This is an optimization exercise on Yosys and OpenROAD, whose aim is small area, a short achievable clock period and few clock cycles per item, not a production implementation. The RTL was checked by simulation tests, not by an equivalence proof against the original design. Power and IR drop assume default switching activity.

===== flow/design.v =====
`default_nettype none
package bba_pkg;
  localparam int MIN_ORDER    = 3;
  localparam int HEADER_BYTES = 8;
  localparam int FIELD_W      = 12;
  localparam logic [3:0] POOL_ORDER_RST = 4'd12;
  localparam logic REQ_ALLOC = 1'b0;
  localparam logic REQ_FREE  = 1'b1;
  typedef enum logic [1:0] {
    ST_OK     = 2'd0,
    ST_RANGE  = 2'd1,
    ST_EMPTY  = 2'd2,
    ST_DOUBLE = 2'd3
  } bba_status_t;
  typedef struct packed {
    logic               req_type;
    logic [FIELD_W-1:0] req_size;
    logic [FIELD_W-1:0] free_addr;
  } bba_req_t;
  typedef struct packed {
    logic [FIELD_W-1:0] alloc_addr;
    bba_status_t        status;
  } bba_resp_t;
endpackage
`default_nettype wire
`default_nettype none
import bba_pkg::*;
module bba_alloc_plan
#(
  parameter int MAX_ORDER = 12
) (
  input  wire logic [bba_pkg::FIELD_W-1:0]         req_size,
  input  wire logic [((($clog2(MAX_ORDER+1)) < 5) ? 5 : $clog2(MAX_ORDER+1))-1:0] pool_eff,
  input  wire logic [MAX_ORDER-bba_pkg::MIN_ORDER:0] nonempty,
  output      logic [((($clog2(MAX_ORDER+1)) < 5) ? 5 : $clog2(MAX_ORDER+1))-1:0] k_order,
  output      logic [$clog2(MAX_ORDER-bba_pkg::MIN_ORDER+1)-1:0] j_idx,
  output      bba_pkg::bba_status_t                status
);
  localparam int OW     = (($clog2(MAX_ORDER+1)) < 5) ? 5 : $clog2(MAX_ORDER+1);
  localparam int NLISTS = MAX_ORDER - MIN_ORDER + 1;
  localparam int LI_W   = $clog2(NLISTS);
  localparam int NEED_W = FIELD_W + 1;
  logic [NEED_W-1:0] need;
  logic [NEED_W-1:0] need_m1;
  logic [OW-1:0]     blen;
  logic              found;
  assign need    = NEED_W'(req_size) + NEED_W'(HEADER_BYTES);
  assign need_m1 = need - NEED_W'(1);
  always_comb begin
    blen = '0;
    for (int i = 0; i < NEED_W; i++) begin
      if (need_m1[i]) blen = OW'(i + 1);
    end
    k_order = (need <= NEED_W'(HEADER_BYTES)) ? OW'(MIN_ORDER) : blen;
  end
  always_comb begin
    found = 1'b0;
    j_idx = '0;
    for (int i = NLISTS - 1; i >= 0; i--) begin
      if (nonempty[i] && (OW'(i + MIN_ORDER) >= k_order) &&
          (OW'(i + MIN_ORDER) <= pool_eff)) begin
        found = 1'b1;
        j_idx = LI_W'(i);
      end
    end
  end
  always_comb begin
    if (k_order > pool_eff) begin
      status = ST_RANGE;
    end else if (!found) begin
      status = ST_EMPTY;
    end else begin
      status = ST_OK;
    end
  end
endmodule
`default_nettype wire
`default_nettype none
import bba_pkg::*;
module buddy_block_allocator_unit
#(
  parameter int MAX_ORDER = 12
) (
  input  wire logic        clk,
  input  wire logic        rst_n,
  input  wire logic        in_valid,
  output      logic        in_stall,
  input  wire logic [24:0] in_data,
  output      logic        out_valid,
  input  wire logic        out_stall,
  output      logic [13:0] out_data,
  input  wire logic        psel,
  input  wire logic        penable,
  input  wire logic        pwrite,
  input  wire logic [2:0]  paddr,
  input  wire logic [31:0] pwdata,
  output      logic [31:0] prdata,
  output      logic        pready
);
  localparam int OW      = (($clog2(MAX_ORDER+1)) < 5) ? 5 : $clog2(MAX_ORDER+1);
  localparam int NLISTS  = MAX_ORDER - MIN_ORDER + 1;
  localparam int LI_W    = $clog2(NLISTS);
  localparam int LEAF_W  = MAX_ORDER - MIN_ORDER;
  localparam int NLEAVES = 1 << LEAF_W;
  typedef enum logic [7:0] {
    S_CLR   = 8'b0000_0001,
    S_IDLE  = 8'b0000_0010,
    S_DEC   = 8'b0000_0100,
    S_POP   = 8'b0000_1000,
    S_SPLIT = 8'b0001_0000,
    S_FIN   = 8'b0010_0000,
    S_FREE  = 8'b0100_0000,
    S_RESP  = 8'b1000_0000
  } state_t;
  typedef logic [OW:0]     leaf_word_t;   
  typedef logic [LEAF_W:0] link_word_t;   
  state_t              state_r, state_nxt;
  logic [3:0]          pool_order_r, pool_order_nxt;
  logic [LEAF_W-1:0]   clr_cnt_r, clr_cnt_nxt;
  logic [NLISTS-1:0][LEAF_W-1:0] head_r;
  logic [NLISTS-1:0][LEAF_W-1:0] head_nxt;
  logic [NLISTS-1:0]   ne_r, ne_nxt;
  bba_pkg::bba_req_t            req_r, req_nxt;
  logic [OW-1:0]       k_r, k_nxt;
  logic [OW-1:0]       o_r, o_nxt;
  logic [LEAF_W-1:0]   b_r, b_nxt;
  bba_pkg::bba_status_t         status_r, status_nxt;
  logic [FIELD_W-1:0]  addr_r, addr_nxt;
  logic                out_valid_r, out_valid_nxt;
  bba_pkg::bba_resp_t           out_data_r, out_data_nxt;
  leaf_word_t          leaf_mem [NLEAVES];
  link_word_t          link_mem [NLEAVES];
  logic                lm_we;
  logic [LEAF_W-1:0]   lm_waddr;
  leaf_word_t          lm_wdata;
  logic [LEAF_W-1:0]   lm_raddr;
  leaf_word_t          lm_rdata;
  logic                nl_we;
  logic [LEAF_W-1:0]   nl_waddr;
  link_word_t          nl_wdata;
  logic [LEAF_W-1:0]   nl_raddr;
  link_word_t          nl_rdata;
  logic [OW-1:0]       pool_eff;
  logic [OW-1:0]       plan_k;
  logic [LI_W-1:0]     plan_j;
  bba_pkg::bba_status_t         plan_status;
  logic [LI_W-1:0]     head_ridx;
  logic [LEAF_W-1:0]   head_rd;
  logic [FIELD_W-1:0]  free_off;
  logic                free_outside;
  logic [LEAF_W-1:0]   free_leaf;
  logic [OW-1:0]       free_ord;
  logic [LI_W-1:0]     free_li;
  logic [OW-1:0]       split_lo;
  logic [LI_W-1:0]     split_li;
  logic [LEAF_W-1:0]   split_up;
  logic [LI_W-1:0]     pop_li;
  logic                cfg_wr;
  always_comb begin
    if (pool_order_r < 4'd4) begin
      pool_eff = OW'(4);
    end else if (OW'(pool_order_r) > OW'(MAX_ORDER)) begin
      pool_eff = OW'(MAX_ORDER);
    end else begin
      pool_eff = OW'(pool_order_r);
    end
  end
  bba_alloc_plan #(
    .MAX_ORDER (MAX_ORDER)
  ) u_plan (
    .req_size (req_r.req_size),
    .pool_eff (pool_eff),
    .nonempty (ne_r),
    .k_order  (plan_k),
    .j_idx    (plan_j),
    .status   (plan_status)
  );
  assign free_off     = req_r.free_addr - FIELD_W'(HEADER_BYTES);
  assign free_outside = (free_off >> pool_eff) != '0;
  assign free_leaf    = LEAF_W'(free_off[FIELD_W-1:MIN_ORDER]);
  always_comb begin
    free_ord = lm_rdata[OW-1:0];
    if (free_ord < OW'(MIN_ORDER)) free_ord = OW'(MIN_ORDER);
    if (free_ord > pool_eff) free_ord = pool_eff;
  end
  assign free_li = LI_W'(free_ord - OW'(MIN_ORDER));
  assign split_lo = o_r - OW'(1);
  assign split_li = LI_W'(split_lo - OW'(MIN_ORDER));
  assign split_up = b_r + (LEAF_W'(1) << (split_lo - OW'(MIN_ORDER)));
  assign pop_li   = LI_W'(o_r - OW'(MIN_ORDER));
  always_comb begin
    case (state_r)
      S_DEC:   head_ridx = plan_j;
      S_SPLIT: head_ridx = split_li;
      S_FREE:  head_ridx = free_li;
      default: head_ridx = '0;
    endcase
  end
  assign head_rd = head_r[head_ridx];
  assign cfg_wr   = psel && penable && pwrite && pready;
  assign pready   = 1'b1;
  assign prdata   = {28'd0, pool_order_r};
  assign in_stall = (state_r != S_IDLE);
  assign out_valid = out_valid_r;
  assign out_data  = out_data_r;
  always_comb begin
    state_nxt      = state_r;
    pool_order_nxt = pool_order_r;
    clr_cnt_nxt    = clr_cnt_r;
    head_nxt       = head_r;
    ne_nxt         = ne_r;
    req_nxt        = req_r;
    k_nxt          = k_r;
    o_nxt          = o_r;
    b_nxt          = b_r;
    status_nxt     = status_r;
    addr_nxt       = addr_r;
    out_valid_nxt  = out_valid_r && out_stall;
    out_data_nxt   = out_data_r;
    lm_we          = 1'b0;
    lm_waddr       = b_r;
    lm_wdata       = '0;
    lm_raddr       = free_leaf;
    nl_we          = 1'b0;
    nl_waddr       = b_r;
    nl_wdata       = '0;
    nl_raddr       = head_rd;
    case (state_r)
      S_CLR: begin
        for (int i = 0; i < NLISTS; i++) begin
          head_nxt[i] = '0;
        end
        ne_nxt   = NLISTS'(1) << (pool_eff - OW'(MIN_ORDER));
        lm_we    = 1'b1;
        lm_waddr = clr_cnt_r;
        lm_wdata = (clr_cnt_r == '0) ? {1'b1, pool_eff} : '0;
        nl_we    = 1'b1;
        nl_waddr = clr_cnt_r;
        nl_wdata = '0;
        clr_cnt_nxt = clr_cnt_r + LEAF_W'(1);
        if (clr_cnt_r == '1) state_nxt = S_IDLE;
      end
      S_IDLE: begin
        if (in_valid) begin
          req_nxt   = bba_pkg::bba_req_t'(in_data);
          state_nxt = S_DEC;
        end
      end
      S_DEC: begin
        addr_nxt = '0;
        if (req_r.req_type == REQ_ALLOC) begin
          if (plan_status != ST_OK) begin
            status_nxt = plan_status;
            state_nxt  = S_RESP;
          end else begin
            status_nxt = ST_OK;
            k_nxt      = plan_k;
            o_nxt      = OW'(plan_j) + OW'(MIN_ORDER);
            b_nxt      = head_rd;
            state_nxt  = S_POP;
          end
        end else begin
          if (free_outside) begin
            status_nxt = ST_RANGE;
            state_nxt  = S_RESP;
          end else begin
            b_nxt     = free_leaf;
            state_nxt = S_FREE;
          end
        end
      end
      S_POP: begin
        if (nl_rdata[LEAF_W]) begin
          head_nxt[pop_li] = nl_rdata[LEAF_W-1:0];
        end else begin
          head_nxt[pop_li] = '0;
          ne_nxt[pop_li]   = 1'b0;
        end
        state_nxt = (o_r > k_r) ? S_SPLIT : S_FIN;
      end
      S_SPLIT: begin
        lm_we    = 1'b1;
        lm_waddr = split_up;
        lm_wdata = {1'b1, split_lo};
        nl_we    = 1'b1;
        nl_waddr = split_up;
        nl_wdata = ne_r[split_li] ? {1'b1, head_rd} : '0;
        head_nxt[split_li] = split_up;
        ne_nxt[split_li]   = 1'b1;
        o_nxt = split_lo;
        if (split_lo == k_r) state_nxt = S_FIN;
      end
      S_FIN: begin
        lm_we      = 1'b1;
        lm_waddr   = b_r;
        lm_wdata   = {1'b0, k_r};
        addr_nxt   = FIELD_W'({b_r, {MIN_ORDER{1'b0}}}) + FIELD_W'(HEADER_BYTES);
        status_nxt = ST_OK;
        state_nxt  = S_RESP;
      end
      S_FREE: begin
        if (lm_rdata[OW]) begin
          status_nxt = ST_DOUBLE;
        end else begin
          status_nxt = ST_OK;
          lm_we      = 1'b1;
          lm_waddr   = b_r;
          lm_wdata   = {1'b1, lm_rdata[OW-1:0]};
          nl_we      = 1'b1;
          nl_waddr   = b_r;
          nl_wdata   = ne_r[free_li] ? {1'b1, head_rd} : '0;
          head_nxt[free_li] = b_r;
          ne_nxt[free_li]   = 1'b1;
        end
        state_nxt = S_RESP;
      end
      S_RESP: begin
        if (!out_valid_r || !out_stall) begin
          out_valid_nxt = 1'b1;
          out_data_nxt  = {addr_r, status_r};
          state_nxt     = S_IDLE;
        end
      end
      default: begin
        state_nxt = S_CLR;
      end
    endcase
    if (cfg_wr && (paddr[2] == 1'b0)) begin
      pool_order_nxt = pwdata[3:0];
      clr_cnt_nxt    = '0;
      state_nxt      = S_CLR;
    end
  end
  always_ff @(posedge clk) begin
    if (!rst_n) begin
      state_r      <= S_CLR;
      pool_order_r <= POOL_ORDER_RST;
      clr_cnt_r    <= '0;
      out_valid_r  <= 1'b0;
    end else begin
      state_r      <= state_nxt;
      pool_order_r <= pool_order_nxt;
      clr_cnt_r    <= clr_cnt_nxt;
      out_valid_r  <= out_valid_nxt;
    end
    head_r     <= head_nxt;
    ne_r       <= ne_nxt;
    req_r      <= req_nxt;
    k_r        <= k_nxt;
    o_r        <= o_nxt;
    b_r        <= b_nxt;
    status_r   <= status_nxt;
    addr_r     <= addr_nxt;
    out_data_r <= out_data_nxt;
  end
  always_ff @(posedge clk) begin
    if (lm_we) leaf_mem[lm_waddr] <= lm_wdata;
    lm_rdata <= leaf_mem[lm_raddr];
  end
  always_ff @(posedge clk) begin
    if (nl_we) link_mem[nl_waddr] <= nl_wdata;
    nl_rdata <= link_mem[nl_raddr];
  end
endmodule
`default_nettype wire

===== flow/run.sh =====
#!/bin/bash
# synth_recipe.tcl (not shown) runs the flow's synth.tcl, then flattens the netlist and writes it again
# the make line also repeats each setting of config.mk as NAME=value (left out here)
make -C /OpenROAD-flow-scripts/flow DESIGN_CONFIG=/design/flow/config.mk WORK_HOME=/design/flow/orfs CLKGATE_MAP_FILE= SYNTH_SCRIPT=/design/flow/synth_recipe.tcl finish

===== flow/config.mk =====
export PLATFORM = sky130hd
export DESIGN_NAME = buddy_block_allocator_unit
export DESIGN_NICKNAME = buddy_block_allocator_unit
export VERILOG_FILES = /design/flow/design.v
export SDC_FILE = /design/flow/constraint.sdc
export NUM_CORES = 4
export LEC_CHECK = 0
export CAP_MARGIN = 20
export CORE_MARGIN = 2
export CORE_UTILIZATION = 25
export PLACE_DENSITY = 0.35
export SLEW_MARGIN = 20
export SYNTH_MEMORY_MAX_BITS = 16384
export TNS_END_PERCENT = 5

===== flow/constraint.sdc =====
create_clock -name core_clock -period 13.0 [get_ports {clk}]
set_input_delay 2.6000 -clock core_clock [delete_from_list [all_inputs] [get_ports {clk}]]
set_output_delay 2.6000 -clock core_clock [all_outputs]
set_load 0.01 [all_outputs]

==> summary.txt <==
- Status: timing/DRC/antenna clean
- Clock power share: 44.3%
- Nature of the critical path startpoint: flop
- Critical Path Fanout Max: 15
- Largest net degree at the start of global routing: 173
- DRT Wirelength: 1230000 microns
- Sw Share: 22.7%
- Max Fclk: 87.3 MHz
- First-pass GRT wire length: 1690000 microns
- WL met1: 550000 microns
- Drt drc: 0
- Switching Power: 13.0 mW
- Flop pwr share: 52.0%
- Layout Skew: 153 ps
- Top-Level Pins: 116
- Clk buf depth: 5
- CTS H-tree depth: 6
- Crit path kind: flop to flop
- Final Hold Fails: 0
- Max stage delay on crit path: 880 ps
- WHS: 393 ps
- Rows: 426
- Vias in the first global route: 194000
- DP Cell Count: 39400
- Period utilisation layout: 88.1%
- Final ANT Viol Nets: 0
- Wirelength per Cell: 29.8 microns
- Slew Limit Fails: 0
- Pre-CTS WS: 1580 ps
- Async set-reset flop share out of synthesis: 0%
- Most used cell, CP: or4_1
- Total Routing Usage GR: 17.6%
- Crit-path leading delay family: compound AO/OA/AOI/OAI gates
- Setup TNS: 0 ps
- Syn_area_per_cell: 15.3 sq um
- Final worst slack: 1540 ps
- Final setup viols: 0
- VDD IR max: 0.137 mV
- CTS tree: yes
- Number of flops mapped to enable cells by yosys: 8354
- Synth Instances: 22100
- DR vias: 196000
- Sequential share of the synthesized area: 74.7%
- IO buf count: 50
- TritonCTS Sinks: 8392
- Leak pwr: 120 nW
- Root Buffer: clkbuf_16
- Synth Cell Area: 337000 sq um
- Starting Density: 25.1%
- Crit. End Element: flop
- Dominant synthesized flop cell: edfxtp_1
- Worst hold path class: flop to flop
- Initial antenna violation count: 103
- DRT Pass-1 Iters: 8
- Max_cap viols: 0
- Layout cell share with drive strength beyond 1: 15.1%
- Comb power frac: 3.8%
- #FFs+latches synth: 8392
- P per Cell Area: 147 nW/um^2
- DR top layer: met5
- Yosys warns: 2
- NumNets Final: 22500
- Cts bufs inserted: 917
- Filler instances: 134000
- Area grow syn2layout: 16.1%
- # Post-CTS Setup Buffers: 0
- Worst Max-Slew Pin Slew: 1250 ps
- Worst-path clk slew: 60 ps
- Via/cell ratio: 4.76
- Detail Route met2 WL: 589000 microns
- RSZ-0062 raised after global routing: no
- Chip height: 1160 microns
- Hpwl dp: 738000 microns
- Min cycle time layout: 11460 ps
- Gr ovfl total: 0
- CP arrival: 12610 ps
- Worst slew margin: 14.6%
- Synth cell types: 104
- Core Area: 1340000 sq um
- Routability cong.: 0.793
- Tot Pwr: 57.4 mW
- Worst path required time: 14150 ps
- Hold buffer count at cts: 0
- Buf/Inv on CP: 5
- Initial drt markers: 17900
- Slowest CP cell: a311oi_1
- Die area: 1360000 sq um
- Die W: 1160 microns
- Cell-internal power: 44.4 mW
- Worst-skew pair later-pin latency: 1280 ps
- Met3 wire length: 52700 microns
- Non-Filler Instances: 41100
- Post_cts resized: 0
## cell families (layout without fill, tap and decap cells)
family | after synthesis | after routing | synth area share, %
mux | 1304 | 1304 | 7.80
buf+inv | 1557 | 2585 | 2.05
fa+ha+maj | 48 | 48 | 0.181
simple gates | 8730 | 8730 | 11.0
other cells | 2 | 58 | 0.00223
xor+xnor | 61 | 61 | 0.161
compound gates | 1978 | 1978 | 4.10
flops | 8392 | 8392 | 74.7
## metrics by stage
stage	util, %	cell area (sq um)
floorplan	-	337000
global placement	26.9	362000
detailed placement	26.9	362000
CTS	29.1	391000
global route	29.1	391000
finish	29.1	391000
## path summary, 6_finish.rpt
| check | from | end | slack, ps | depth (start not counted) |
|---|---|---|---|---|
| worst max-delay path | pool_order_r[3]$_SDFFE_PN1P_ | nl_rdata[7]$_DFF_P_ | 1540 | 30 |
| worst min-delay path | addr_r[3]$_SDFFCE_PP0P_ | out_data_r[5]$_DFFE_PP_ | 390 | 0 |
| worst max register to register | pool_order_r[3]$_SDFFE_PN1P_ | nl_rdata[7]$_DFF_P_ | 1540 | 30 |
| worst min register to register | addr_r[3]$_SDFFCE_PP0P_ | out_data_r[5]$_DFFE_PP_ | 390 | 0 |
## area by class of cell
cell class              count  area (sq um)  share of cell area, %
clock inverters           497          4240                   1.09
well taps               18000         22500                   5.75
repair buffers            876          8370                   2.14
clock buffers            1167         24100                   6.16
flip-flops and latches   8392        252000                   64.4
diodes                     26          65.1                 0.0166
multi-input cells       12200         80000                   20.4
inverters                  45           176                 0.0451
## synth_stat cells (65+ instances only)
cell | instances | area (sq um)
buf_4 | 65 | 488
a311oi_1 | 165 | 1450
clkbuf_1 | 534 | 2000
nand4_1 | 175 | 1090
and3_1 | 331 | 2070
mux4_2 | 1054 | 23700
nor2_1 | 1225 | 4600
nand3_1 | 1791 | 8960
a22oi_1 | 150 | 1130
o21ai_0 | 229 | 1150
mux2i_1 | 235 | 2350
edfxtp_1 | 8354 | 251000
a21oi_1 | 344 | 1720
buf_2 | 609 | 3050
a32oi_1 | 162 | 1420
a31oi_1 | 429 | 2680
buf_1 | 295 | 1110
nand2_1 | 4904 | 18400
nor3_1 | 77 | 385
## placed cells by master, fill, tap and decap left out, types with 175 or more instances in the layout
cell type and count:
nand3_1 1789, a21oi_1 341, nor2_1 1000, nand4_1 175, a31oi_1 424, mux4_2 1054
clkbuf_16 925, edfxtp_1 8354, nand2_1 4831, clkbuf_1 239, and3_1 331, clkinv_1 243
mux2i_1 235, nor2_2 210, buf_4 687, o21ai_0 221
## power by group through the flow
stage	combinational [mW]	sequential (mW)	clock (mW)
6_report	2.16	29.8	25.4
4_1_cts	2.22	29.8	26.1
3_3_place_gp	2.19	30.4	0
3_5_place_dp	2.21	30.4	0
2_1_floorplan	0.972	30.6	0
5_1_grt	2.30	29.8	27.1
## state kept, by name (all words and copies together) (netlist names)
signal	count
state_r	8
out_valid_r	1
addr_r	9
nl_rdata	10
req_r	22
o_r	5
status_r	2
k_r	4
out_data_r	11
b_r	9
lm_rdata	6
leaf_mem	3072
link_mem	5120
clr_cnt_r	9
head_r	90
pool_order_r	4
ne_r	10
## routing by layer
metal	global-route usage [%]	vias to the layer above
li1	-	85300
met1	24.4	104000
met2	29.3	4773
met3	1.97	1390
met4	4.44	2
met5	0	-
Testbench counts, summed over its fixed seeds: cycles 107,380, items 24,000.

[afterwards: timing with drivers on the ports]
Ports are ideal in the flow. The routed layout listed here was re-timed in OpenROAD.
Step 1 assumes that a clkbuf_16 drives the clock port and a buf_2 every other input.
Step 2, shift: input delay + t, output delay - t, t = (earliest + latest rising clock arrival at the registers) / 2. This alone moves slack from input paths to output paths.
Slacks: ideal ports / drivers / drivers and shift; pairs: ideal ports / drivers.
t, ns: 1.370
setup slack, ns: 1.541 / 1.541 / 1.541
hold slack, ns: 0.393 / 0.393 / 0.393
worst register clock-pin slew, ns: 0.07 / 0.07
worst slew at a driven data input, ns: 0.07
After both steps setup and hold are still met in this run. The setup slack of this run moves by 0.000 ns with the drivers and by 0.000 ns with both steps.
